This is an optimization exercise on Yosys and OpenROAD, whose aim is small area and a short achievable clock period, not a production implementation.
In this exercise RTL edits were held to simulation tests only and were not proved equivalent to the original.
Power and IR drop assume default switching activity.

==> inputs of v4 <==
Design arm_dp_top, start of the top module:
module arm_dp_top (
    input  logic                      clk,
    input  logic                      reset,
    input  logic                      instr_valid,
    input  logic [32-1:0]   instr,
    output logic                      wb_valid,
    output logic [4-1:0] wb_addr,
    output logic [32-1:0]   wb_data,
    output logic [3:0]                flags
);
Settings: LEC_CHECK=0, ABC_AREA=1, CAP_MARGIN=20, CORE_MARGIN=2, CORE_UTILIZATION=40, CTS_CLUSTER_DIAMETER=100, CTS_CLUSTER_SIZE=25, SETUP_SLACK_MARGIN=4.5, SLEW_MARGIN=20; clock period 8.0 ns.
run.sh (not shown) runs the stock make flow with config.mk's settings and CLKGATE_MAP_FILE= SYNTH_SCRIPT=/design/flow/synth_recipe.tcl, a recipe that flattens the netlist after the stock synthesis.
==> v34: changes against v4 <==
--- a/flow/design.v
+++ b/flow/design.v
@@ -1,15 +1,14 @@
 `timescale 1ns/1ps
 module barrel_shift (
     input  logic [32-1:0]    value,
     input  logic [1:0]                 sh_type,
     input  logic [5-1:0] shamt,
     input  logic [5-1:0] rot,
-    input  logic                       inv,
     output logic [32-1:0]    shifted
 );
     logic       lsl, lsr, asr;
     logic [31:0] t;       
     logic [31:0] keep, fill;
     logic [31:0] s0, s1, s2, s3, s4;
     assign lsl = (sh_type == 2'b00);
     assign lsr = (sh_type == 2'b01);
@@ -21,40 +20,39 @@
     assign s4 = rot[4] ? {s3[15:0],    s3[31:16]}    : s3;
     always_comb begin
         for (int j = 0; j < 32; j++) t[j] = (shamt > j[4:0]);
         for (int i = 0; i < 32; i++) begin
             keep[i] = !((lsl && t[i]) || ((lsr || asr) && t[31-i]));
             fill[i] = asr && t[31-i];
         end
     end
-    always_comb begin
-        for (int i = 0; i < 32; i++)
-            shifted[i] = keep[i] ? s4[i] : (fill[i] ? value[31] : inv);
-    end
+    assign shifted = (s4 & keep) | (fill & {32{value[31]}});
 endmodule
 `timescale 1ns/1ps
 module decode_stage (
     input  logic                       clk,
     input  logic                       reset,
     input  logic                       instr_valid,
     input  logic [32-1:0]    instr,
+    input  logic [32-1:0]    rn_val,
     input  logic [32-1:0]    rm_val,
     input  logic                       ex_writes,
     input  logic [4-1:0]  ex_rd,
-    output logic [4-1:0]  rn_addr,
     output logic                       dx_valid,
     output logic                       dx_writes,
     output logic                       dx_setf,
     output logic                       dx_arith,
     output logic                       dx_sub,
     output logic [1:0]                 dx_lop,
     output logic [3:0]                 dx_cond,
     output logic [4-1:0]  dx_rd,
+    output logic [32-1:0]    dx_a,
     output logic [32-1:0]    dx_b,
+    output logic                       dx_fwd_a,
     output logic                       dx_fwd_b,
     output logic [1:0]                 dx_kind,
     output logic [5-1:0] dx_shamt,
     output logic [5-1:0] dx_rot
 );
     logic [3:0] op;
     logic       known, writes, setf, arith, sub;
     logic [1:0] lop;
@@ -93,33 +91,34 @@
         sub1_q    <= sub;
         lop1_q    <= lop;
         imm1_q    <= instr[25];
         cond1_q   <= instr[31:28];
         rn1_q     <= instr[19:16];
         rd1_q     <= instr[15:12];
         op2_q     <= instr[11:0];
     end
-    assign rn_addr = rn1_q;
     logic [4:0] shamt, rot;
     assign shamt = imm1_q ? 5'd0 : op2_q[11:7];
     assign rot   = (op2_q[6:5] == 2'b00) ? (5'd0 - shamt) : shamt;
     always_ff @(posedge clk or posedge reset) begin
         if (reset) dx_valid <= 1'b0;
         else       dx_valid <= v1_q;
     end
     always_ff @(posedge clk) begin
         dx_writes <= writes1_q;
         dx_setf   <= setf1_q;
         dx_arith  <= arith1_q;
         dx_sub    <= sub1_q;
         dx_lop    <= lop1_q;
         dx_cond   <= cond1_q;
         dx_rd     <= rd1_q;
-        dx_b      <= (imm1_q ? {{(32-8){1'b0}}, op2_q[7:0]} : rm_val) ^ {32{sub1_q}};
+        dx_a      <= rn_val;
+        dx_b      <= imm1_q ? {{(32-8){1'b0}}, op2_q[7:0]} : rm_val;
+        dx_fwd_a  <= ex_writes & (ex_rd == rn1_q);
         dx_fwd_b  <= ex_writes & (ex_rd == op2_q[3:0]) & !imm1_q;
         dx_kind   <= op2_q[6:5];
         dx_shamt  <= shamt;
         dx_rot    <= rot;
     end
 endmodule
 `timescale 1ns/1ps
 module execute_stage (
@@ -128,64 +127,62 @@
     input  logic                       dx_valid,
     input  logic                       dx_writes,
     input  logic                       dx_setf,
     input  logic                       dx_arith,
     input  logic                       dx_sub,
     input  logic [1:0]                 dx_lop,
     input  logic [3:0]                 dx_cond,
     input  logic [4-1:0]  dx_rd,
-    input  logic [32-1:0]    rn_val,
+    input  logic [32-1:0]    dx_a,
     input  logic [32-1:0]    dx_b,
+    input  logic                       dx_fwd_a,
     input  logic                       dx_fwd_b,
     input  logic [1:0]                 dx_kind,
     input  logic [5-1:0] dx_shamt,
     input  logic [5-1:0] dx_rot,
     input  logic [32-1:0]    wr_data,
     output logic                       ex_writes,
     output logic [4-1:0]  ex_rd,
     output logic                       res_valid,
     output logic [4-1:0]  res_addr,
     output logic [32-1:0]    res_data,
     output logic [3:0]                 flags
 );
-    logic [31:0] op_a, op_b_reg, bx, logic_res, result;
+    logic [31:0] op_a, op_b_reg, op_b, bx, logic_res, result;
     logic [33:0] sum;
-    logic        pass, c_f, v_f;
-    assign op_a     = rn_val;
-    assign op_b_reg = dx_fwd_b ? (wr_data ^ {32{dx_sub}}) : dx_b;
+    logic        pass, z_arith, z_logic, n_f, z_f, c_f, v_f;
+    logic [31:0] zt;
+    assign op_a     = dx_fwd_a ? wr_data : dx_a;
+    assign op_b_reg = dx_fwd_b ? wr_data : dx_b;
     barrel_shift barrel_shift_i (
         .value   (op_b_reg),
         .sh_type (dx_kind),
         .shamt   (dx_shamt),
-        .inv     (dx_sub),
         .rot     (dx_rot),
-        .shifted (bx)
+        .shifted (op_b)
     );
+    assign bx  = op_b ^ {32{dx_sub}};
     assign sum = {1'b0, op_a, 1'b1} + {1'b0, bx, dx_sub};
     always_comb begin
         case (dx_lop)
-            2'b00: logic_res = op_a & bx;
-            2'b01: logic_res = op_a ^ bx;
-            2'b10: logic_res = op_a | bx;
-            default: logic_res = bx;
+            2'b00: logic_res = op_a & op_b;
+            2'b01: logic_res = op_a ^ op_b;
+            2'b10: logic_res = op_a | op_b;
+            default: logic_res = op_b;
         endcase
     end
     assign result = dx_arith ? sum[32:1] : logic_res;
-    assign c_f = sum[33];
-    assign v_f = (op_a[31] == bx[31]) && (sum[32] != op_a[31]);
-    logic [31:0] zt;
-    logic        z_arith, z_logic, z_f;
     assign zt      = {op_a[30:0] | bx[30:0], dx_sub};
     assign z_arith = ((op_a ^ bx) == zt);
     assign z_logic = (logic_res == 32'd0);
-    assign z_f     = dx_arith ? z_arith : z_logic;
-    logic n_wb, n_q, z_q, c_q, v_q, n_cur;
-    assign n_cur   = n_wb ? wr_data[31] : n_q;
-    assign flags   = {n_cur, z_q, c_q, v_q};
+    assign n_f = result[31];
+    assign z_f = dx_arith ? z_arith : z_logic;
+    assign c_f = dx_arith ? sum[33] : flags[1];
+    assign v_f = dx_arith ? ((op_a[31] == bx[31]) && (sum[32] != op_a[31])) : flags[0];
     always_comb begin
         case (dx_cond)
             4'b0000: pass = flags[2];
             4'b0001: pass = !flags[2];
             4'b0010: pass = flags[1];
             4'b0011: pass = !flags[1];
             4'b0100: pass = flags[3];
             4'b0101: pass = !flags[3];
@@ -197,30 +194,19 @@
             4'b1011: pass = (flags[3] != flags[0]);
             4'b1100: pass = !flags[2] && (flags[3] == flags[0]);
             4'b1101: pass = flags[2] || (flags[3] != flags[0]);
             default: pass = 1'b1;
         endcase
     end
     always_ff @(posedge clk or posedge reset) begin
         if (reset) begin
-            n_wb  <= 1'b0;
-            n_q   <= 1'b0;
-            z_q   <= 1'b0;
-            c_q   <= 1'b0;
-            v_q   <= 1'b0;
-        end else begin
-            n_wb  <= dx_valid && pass && dx_setf;
-            n_q   <= n_cur;
-            if (dx_valid && pass && dx_setf)
-                z_q <= z_f;
-            if (dx_valid && pass && dx_setf && dx_arith) begin
-                c_q <= c_f;
-                v_q <= v_f;
-            end
+            flags <= '0;
+        end else if (dx_valid && pass && dx_setf) begin
+            flags <= {n_f, z_f, c_f, v_f};
         end
     end
     assign res_valid = dx_valid && pass && dx_writes;
     assign res_addr  = dx_rd;
     assign res_data  = result;
     assign ex_writes = res_valid;
     assign ex_rd     = dx_rd;
 endmodule
@@ -308,51 +294,50 @@
     output logic [32-1:0]   wb_data,
     output logic [3:0]                flags
 );
     logic [32-1:0]   rn_val, rm_val;
     logic                       dx_valid, dx_writes, dx_setf, dx_arith, dx_sub;
     logic [1:0]                 dx_lop;
     logic [3:0]                 dx_cond;
     logic [4-1:0]  dx_rd;
-    logic [32-1:0]    dx_b;
-    logic                       dx_fwd_b;
-    logic [4-1:0]  rn_addr;
+    logic [32-1:0]    dx_a, dx_b;
+    logic                       dx_fwd_a, dx_fwd_b;
     logic [1:0]                 dx_kind;
     logic [5-1:0] dx_shamt, dx_rot;
     logic                       ex_writes;
     logic [4-1:0]  ex_rd;
     logic                       res_valid;
     logic [4-1:0]  res_addr;
     logic [32-1:0]    res_data;
     decode_stage decode_stage_i (
         .clk(clk), .reset(reset),
         .instr_valid(instr_valid), .instr(instr),
-        .rm_val(rm_val), .rn_addr(rn_addr),
+        .rn_val(rn_val), .rm_val(rm_val),
         .ex_writes(ex_writes), .ex_rd(ex_rd),
         .dx_valid(dx_valid), .dx_writes(dx_writes), .dx_setf(dx_setf),
         .dx_arith(dx_arith), .dx_sub(dx_sub), .dx_lop(dx_lop), .dx_cond(dx_cond),
-        .dx_rd(dx_rd), .dx_b(dx_b), .dx_fwd_b(dx_fwd_b),
+        .dx_rd(dx_rd), .dx_a(dx_a), .dx_b(dx_b), .dx_fwd_a(dx_fwd_a), .dx_fwd_b(dx_fwd_b),
         .dx_kind(dx_kind), .dx_shamt(dx_shamt), .dx_rot(dx_rot)
     );
     execute_stage execute_stage_i (
         .clk(clk), .reset(reset),
         .dx_valid(dx_valid), .dx_writes(dx_writes), .dx_setf(dx_setf),
         .dx_arith(dx_arith), .dx_sub(dx_sub), .dx_lop(dx_lop), .dx_cond(dx_cond),
-        .dx_rd(dx_rd), .rn_val(rn_val), .dx_b(dx_b), .dx_fwd_b(dx_fwd_b),
+        .dx_rd(dx_rd), .dx_a(dx_a), .dx_b(dx_b), .dx_fwd_a(dx_fwd_a), .dx_fwd_b(dx_fwd_b),
         .dx_kind(dx_kind), .dx_shamt(dx_shamt), .dx_rot(dx_rot),
         .wr_data(wb_data),
         .ex_writes(ex_writes), .ex_rd(ex_rd),
         .res_valid(res_valid), .res_addr(res_addr), .res_data(res_data),
         .flags(flags)
     );
     result_stage result_stage_i (
         .clk(clk), .reset(reset),
         .res_valid(res_valid), .res_addr(res_addr), .res_data(res_data),
         .wr_valid(wb_valid), .wr_addr(wb_addr), .wr_data(wb_data)
     );
     reg_file reg_file_i (
         .clk(clk), .reset(reset),
         .wr_valid(wb_valid), .wr_addr(wb_addr), .wr_data(wb_data),
         .ex_valid(res_valid), .ex_addr(res_addr),
-        .rn_addr_d(rn_addr), .rm_addr_d(instr[3:0]), .rn_val(rn_val), .rm_val(rm_val)
+        .rn_addr_d(instr[19:16]), .rm_addr_d(instr[3:0]), .rn_val(rn_val), .rm_val(rm_val)
     );
 endmodule
Settings changed: ABC_AREA 1 to not set, CTS_CLUSTER_DIAMETER 100 to not set, CTS_CLUSTER_SIZE 25 to not set, SETUP_SLACK_MARGIN 4.5 to 3.0.
==> v24: changes against v4 <==
--- a/flow/design.v
+++ b/flow/design.v
@@ -1,15 +1,14 @@
 `timescale 1ns/1ps
 module barrel_shift (
     input  logic [32-1:0]    value,
     input  logic [1:0]                 sh_type,
     input  logic [5-1:0] shamt,
     input  logic [5-1:0] rot,
-    input  logic                       inv,
     output logic [32-1:0]    shifted
 );
     logic       lsl, lsr, asr;
     logic [31:0] t;       
     logic [31:0] keep, fill;
     logic [31:0] s0, s1, s2, s3, s4;
     assign lsl = (sh_type == 2'b00);
     assign lsr = (sh_type == 2'b01);
@@ -21,40 +20,39 @@
     assign s4 = rot[4] ? {s3[15:0],    s3[31:16]}    : s3;
     always_comb begin
         for (int j = 0; j < 32; j++) t[j] = (shamt > j[4:0]);
         for (int i = 0; i < 32; i++) begin
             keep[i] = !((lsl && t[i]) || ((lsr || asr) && t[31-i]));
             fill[i] = asr && t[31-i];
         end
     end
-    always_comb begin
-        for (int i = 0; i < 32; i++)
-            shifted[i] = keep[i] ? s4[i] : (fill[i] ? value[31] : inv);
-    end
+    assign shifted = (s4 & keep) | (fill & {32{value[31]}});
 endmodule
 `timescale 1ns/1ps
 module decode_stage (
     input  logic                       clk,
     input  logic                       reset,
     input  logic                       instr_valid,
     input  logic [32-1:0]    instr,
+    input  logic [32-1:0]    rn_val,
     input  logic [32-1:0]    rm_val,
     input  logic                       ex_writes,
     input  logic [4-1:0]  ex_rd,
-    output logic [4-1:0]  rn_addr,
     output logic                       dx_valid,
     output logic                       dx_writes,
     output logic                       dx_setf,
     output logic                       dx_arith,
     output logic                       dx_sub,
     output logic [1:0]                 dx_lop,
     output logic [3:0]                 dx_cond,
     output logic [4-1:0]  dx_rd,
+    output logic [32-1:0]    dx_a,
     output logic [32-1:0]    dx_b,
+    output logic                       dx_fwd_a,
     output logic                       dx_fwd_b,
     output logic [1:0]                 dx_kind,
     output logic [5-1:0] dx_shamt,
     output logic [5-1:0] dx_rot
 );
     logic [3:0] op;
     logic       known, writes, setf, arith, sub;
     logic [1:0] lop;
@@ -93,33 +91,34 @@
         sub1_q    <= sub;
         lop1_q    <= lop;
         imm1_q    <= instr[25];
         cond1_q   <= instr[31:28];
         rn1_q     <= instr[19:16];
         rd1_q     <= instr[15:12];
         op2_q     <= instr[11:0];
     end
-    assign rn_addr = rn1_q;
     logic [4:0] shamt, rot;
     assign shamt = imm1_q ? 5'd0 : op2_q[11:7];
     assign rot   = (op2_q[6:5] == 2'b00) ? (5'd0 - shamt) : shamt;
     always_ff @(posedge clk or posedge reset) begin
         if (reset) dx_valid <= 1'b0;
         else       dx_valid <= v1_q;
     end
     always_ff @(posedge clk) begin
         dx_writes <= writes1_q;
         dx_setf   <= setf1_q;
         dx_arith  <= arith1_q;
         dx_sub    <= sub1_q;
         dx_lop    <= lop1_q;
         dx_cond   <= cond1_q;
         dx_rd     <= rd1_q;
-        dx_b      <= (imm1_q ? {{(32-8){1'b0}}, op2_q[7:0]} : rm_val) ^ {32{sub1_q}};
+        dx_a      <= rn_val;
+        dx_b      <= imm1_q ? {{(32-8){1'b0}}, op2_q[7:0]} : rm_val;
+        dx_fwd_a  <= ex_writes & (ex_rd == rn1_q);
         dx_fwd_b  <= ex_writes & (ex_rd == op2_q[3:0]) & !imm1_q;
         dx_kind   <= op2_q[6:5];
         dx_shamt  <= shamt;
         dx_rot    <= rot;
     end
 endmodule
 `timescale 1ns/1ps
 module execute_stage (
@@ -128,64 +127,62 @@
     input  logic                       dx_valid,
     input  logic                       dx_writes,
     input  logic                       dx_setf,
     input  logic                       dx_arith,
     input  logic                       dx_sub,
     input  logic [1:0]                 dx_lop,
     input  logic [3:0]                 dx_cond,
     input  logic [4-1:0]  dx_rd,
-    input  logic [32-1:0]    rn_val,
+    input  logic [32-1:0]    dx_a,
     input  logic [32-1:0]    dx_b,
+    input  logic                       dx_fwd_a,
     input  logic                       dx_fwd_b,
     input  logic [1:0]                 dx_kind,
     input  logic [5-1:0] dx_shamt,
     input  logic [5-1:0] dx_rot,
     input  logic [32-1:0]    wr_data,
     output logic                       ex_writes,
     output logic [4-1:0]  ex_rd,
     output logic                       res_valid,
     output logic [4-1:0]  res_addr,
     output logic [32-1:0]    res_data,
     output logic [3:0]                 flags
 );
-    logic [31:0] op_a, op_b_reg, bx, logic_res, result;
+    logic [31:0] op_a, op_b_reg, op_b, bx, logic_res, result;
     logic [33:0] sum;
-    logic        pass, c_f, v_f;
-    assign op_a     = rn_val;
-    assign op_b_reg = dx_fwd_b ? (wr_data ^ {32{dx_sub}}) : dx_b;
+    logic        pass, z_arith, z_logic, n_f, z_f, c_f, v_f;
+    logic [31:0] zt;
+    assign op_a     = dx_fwd_a ? wr_data : dx_a;
+    assign op_b_reg = dx_fwd_b ? wr_data : dx_b;
     barrel_shift barrel_shift_i (
         .value   (op_b_reg),
         .sh_type (dx_kind),
         .shamt   (dx_shamt),
-        .inv     (dx_sub),
         .rot     (dx_rot),
-        .shifted (bx)
+        .shifted (op_b)
     );
+    assign bx  = op_b ^ {32{dx_sub}};
     assign sum = {1'b0, op_a, 1'b1} + {1'b0, bx, dx_sub};
     always_comb begin
         case (dx_lop)
-            2'b00: logic_res = op_a & bx;
-            2'b01: logic_res = op_a ^ bx;
-            2'b10: logic_res = op_a | bx;
-            default: logic_res = bx;
+            2'b00: logic_res = op_a & op_b;
+            2'b01: logic_res = op_a ^ op_b;
+            2'b10: logic_res = op_a | op_b;
+            default: logic_res = op_b;
         endcase
     end
     assign result = dx_arith ? sum[32:1] : logic_res;
-    assign c_f = sum[33];
-    assign v_f = (op_a[31] == bx[31]) && (sum[32] != op_a[31]);
-    logic [31:0] zt;
-    logic        z_arith, z_logic, z_f;
     assign zt      = {op_a[30:0] | bx[30:0], dx_sub};
     assign z_arith = ((op_a ^ bx) == zt);
     assign z_logic = (logic_res == 32'd0);
-    assign z_f     = dx_arith ? z_arith : z_logic;
-    logic n_wb, n_q, z_q, c_q, v_q, n_cur;
-    assign n_cur   = n_wb ? wr_data[31] : n_q;
-    assign flags   = {n_cur, z_q, c_q, v_q};
+    assign n_f = result[31];
+    assign z_f = dx_arith ? z_arith : z_logic;
+    assign c_f = dx_arith ? sum[33] : flags[1];
+    assign v_f = dx_arith ? ((op_a[31] == bx[31]) && (sum[32] != op_a[31])) : flags[0];
     always_comb begin
         case (dx_cond)
             4'b0000: pass = flags[2];
             4'b0001: pass = !flags[2];
             4'b0010: pass = flags[1];
             4'b0011: pass = !flags[1];
             4'b0100: pass = flags[3];
             4'b0101: pass = !flags[3];
@@ -197,30 +194,19 @@
             4'b1011: pass = (flags[3] != flags[0]);
             4'b1100: pass = !flags[2] && (flags[3] == flags[0]);
             4'b1101: pass = flags[2] || (flags[3] != flags[0]);
             default: pass = 1'b1;
         endcase
     end
     always_ff @(posedge clk or posedge reset) begin
         if (reset) begin
-            n_wb  <= 1'b0;
-            n_q   <= 1'b0;
-            z_q   <= 1'b0;
-            c_q   <= 1'b0;
-            v_q   <= 1'b0;
-        end else begin
-            n_wb  <= dx_valid && pass && dx_setf;
-            n_q   <= n_cur;
-            if (dx_valid && pass && dx_setf)
-                z_q <= z_f;
-            if (dx_valid && pass && dx_setf && dx_arith) begin
-                c_q <= c_f;
-                v_q <= v_f;
-            end
+            flags <= '0;
+        end else if (dx_valid && pass && dx_setf) begin
+            flags <= {n_f, z_f, c_f, v_f};
         end
     end
     assign res_valid = dx_valid && pass && dx_writes;
     assign res_addr  = dx_rd;
     assign res_data  = result;
     assign ex_writes = res_valid;
     assign ex_rd     = dx_rd;
 endmodule
@@ -308,51 +294,50 @@
     output logic [32-1:0]   wb_data,
     output logic [3:0]                flags
 );
     logic [32-1:0]   rn_val, rm_val;
     logic                       dx_valid, dx_writes, dx_setf, dx_arith, dx_sub;
     logic [1:0]                 dx_lop;
     logic [3:0]                 dx_cond;
     logic [4-1:0]  dx_rd;
-    logic [32-1:0]    dx_b;
-    logic                       dx_fwd_b;
-    logic [4-1:0]  rn_addr;
+    logic [32-1:0]    dx_a, dx_b;
+    logic                       dx_fwd_a, dx_fwd_b;
     logic [1:0]                 dx_kind;
     logic [5-1:0] dx_shamt, dx_rot;
     logic                       ex_writes;
     logic [4-1:0]  ex_rd;
     logic                       res_valid;
     logic [4-1:0]  res_addr;
     logic [32-1:0]    res_data;
     decode_stage decode_stage_i (
         .clk(clk), .reset(reset),
         .instr_valid(instr_valid), .instr(instr),
-        .rm_val(rm_val), .rn_addr(rn_addr),
+        .rn_val(rn_val), .rm_val(rm_val),
         .ex_writes(ex_writes), .ex_rd(ex_rd),
         .dx_valid(dx_valid), .dx_writes(dx_writes), .dx_setf(dx_setf),
         .dx_arith(dx_arith), .dx_sub(dx_sub), .dx_lop(dx_lop), .dx_cond(dx_cond),
-        .dx_rd(dx_rd), .dx_b(dx_b), .dx_fwd_b(dx_fwd_b),
+        .dx_rd(dx_rd), .dx_a(dx_a), .dx_b(dx_b), .dx_fwd_a(dx_fwd_a), .dx_fwd_b(dx_fwd_b),
         .dx_kind(dx_kind), .dx_shamt(dx_shamt), .dx_rot(dx_rot)
     );
     execute_stage execute_stage_i (
         .clk(clk), .reset(reset),
         .dx_valid(dx_valid), .dx_writes(dx_writes), .dx_setf(dx_setf),
         .dx_arith(dx_arith), .dx_sub(dx_sub), .dx_lop(dx_lop), .dx_cond(dx_cond),
-        .dx_rd(dx_rd), .rn_val(rn_val), .dx_b(dx_b), .dx_fwd_b(dx_fwd_b),
+        .dx_rd(dx_rd), .dx_a(dx_a), .dx_b(dx_b), .dx_fwd_a(dx_fwd_a), .dx_fwd_b(dx_fwd_b),
         .dx_kind(dx_kind), .dx_shamt(dx_shamt), .dx_rot(dx_rot),
         .wr_data(wb_data),
         .ex_writes(ex_writes), .ex_rd(ex_rd),
         .res_valid(res_valid), .res_addr(res_addr), .res_data(res_data),
         .flags(flags)
     );
     result_stage result_stage_i (
         .clk(clk), .reset(reset),
         .res_valid(res_valid), .res_addr(res_addr), .res_data(res_data),
         .wr_valid(wb_valid), .wr_addr(wb_addr), .wr_data(wb_data)
     );
     reg_file reg_file_i (
         .clk(clk), .reset(reset),
         .wr_valid(wb_valid), .wr_addr(wb_addr), .wr_data(wb_data),
         .ex_valid(res_valid), .ex_addr(res_addr),
-        .rn_addr_d(rn_addr), .rm_addr_d(instr[3:0]), .rn_val(rn_val), .rm_val(rm_val)
+        .rn_addr_d(instr[19:16]), .rm_addr_d(instr[3:0]), .rn_val(rn_val), .rm_val(rm_val)
     );
 endmodule
Settings changed: ABC_AREA 1 to not set, CORE_UTILIZATION 40 to 60, CTS_CLUSTER_DIAMETER 100 to not set, CTS_CLUSTER_SIZE 25 to not set, SETUP_SLACK_MARGIN 4.5 to 3.0.
==> run summary <==
- v24 went through all stages and came out clean. v4 went through all stages and came out clean. v34 ran to the end with no violations.
- Synthesized area: v4 is lower than v34 (about 1.6%).
- Via count: v4 is higher than v34 (9.1%).
- The lowest global-route usage belongs to v34, the highest to v24.
- The highest hold slack belongs to v4, the lowest to v24.
- Clock skew: v4 > v34 > v24.
- Between v24 and v34, the lower combinational power is in v34 (gap about 0.6%, measured against v34).
- Between v24 and v4, the lower final cell count is in v24 (gap 24%, measured against v4).
- Between v24 and v34, the lower clock power is in v24 (gap about 8%, measured against v34).

## what the ideal ports hide
In the flow no input, the clock included, has a driving cell. The finished layouts below were timed again as built, in two steps.
Step 1: set_driving_cell puts a clkbuf_16 on clk and a buf_2 on each other input, an assumption about the parent block.
Step 2 times the ports against the registers' clock, not the clock port: input delays grow and output delays shrink by t, the midpoint of the rising clock arrivals with the driver on.
Slacks: ideal ports / drivers / drivers and shift; pairs: ideal ports / drivers.
run | t, ns | slack for setup (ns) | worst hold slack (ns) | worst register clock-pin slew, ns | pins driven straight from the clock port
v4 | 0.678 | 4.098 / 4.098 / 4.098 | 0.327 / 0.327 / 0.327 | 0.11 / 0.11 | 1
v34 | 0.714 | 2.737 / 2.737 / 2.737 | 0.326 / 0.326 / 0.326 | 0.07 / 0.07 | 1
v24 | 0.675 | 2.606 / 2.606 / 2.606 | 0.323 / 0.323 / 0.323 | 0.07 / 0.07 | 1
After both steps setup and hold are still met in every run listed.
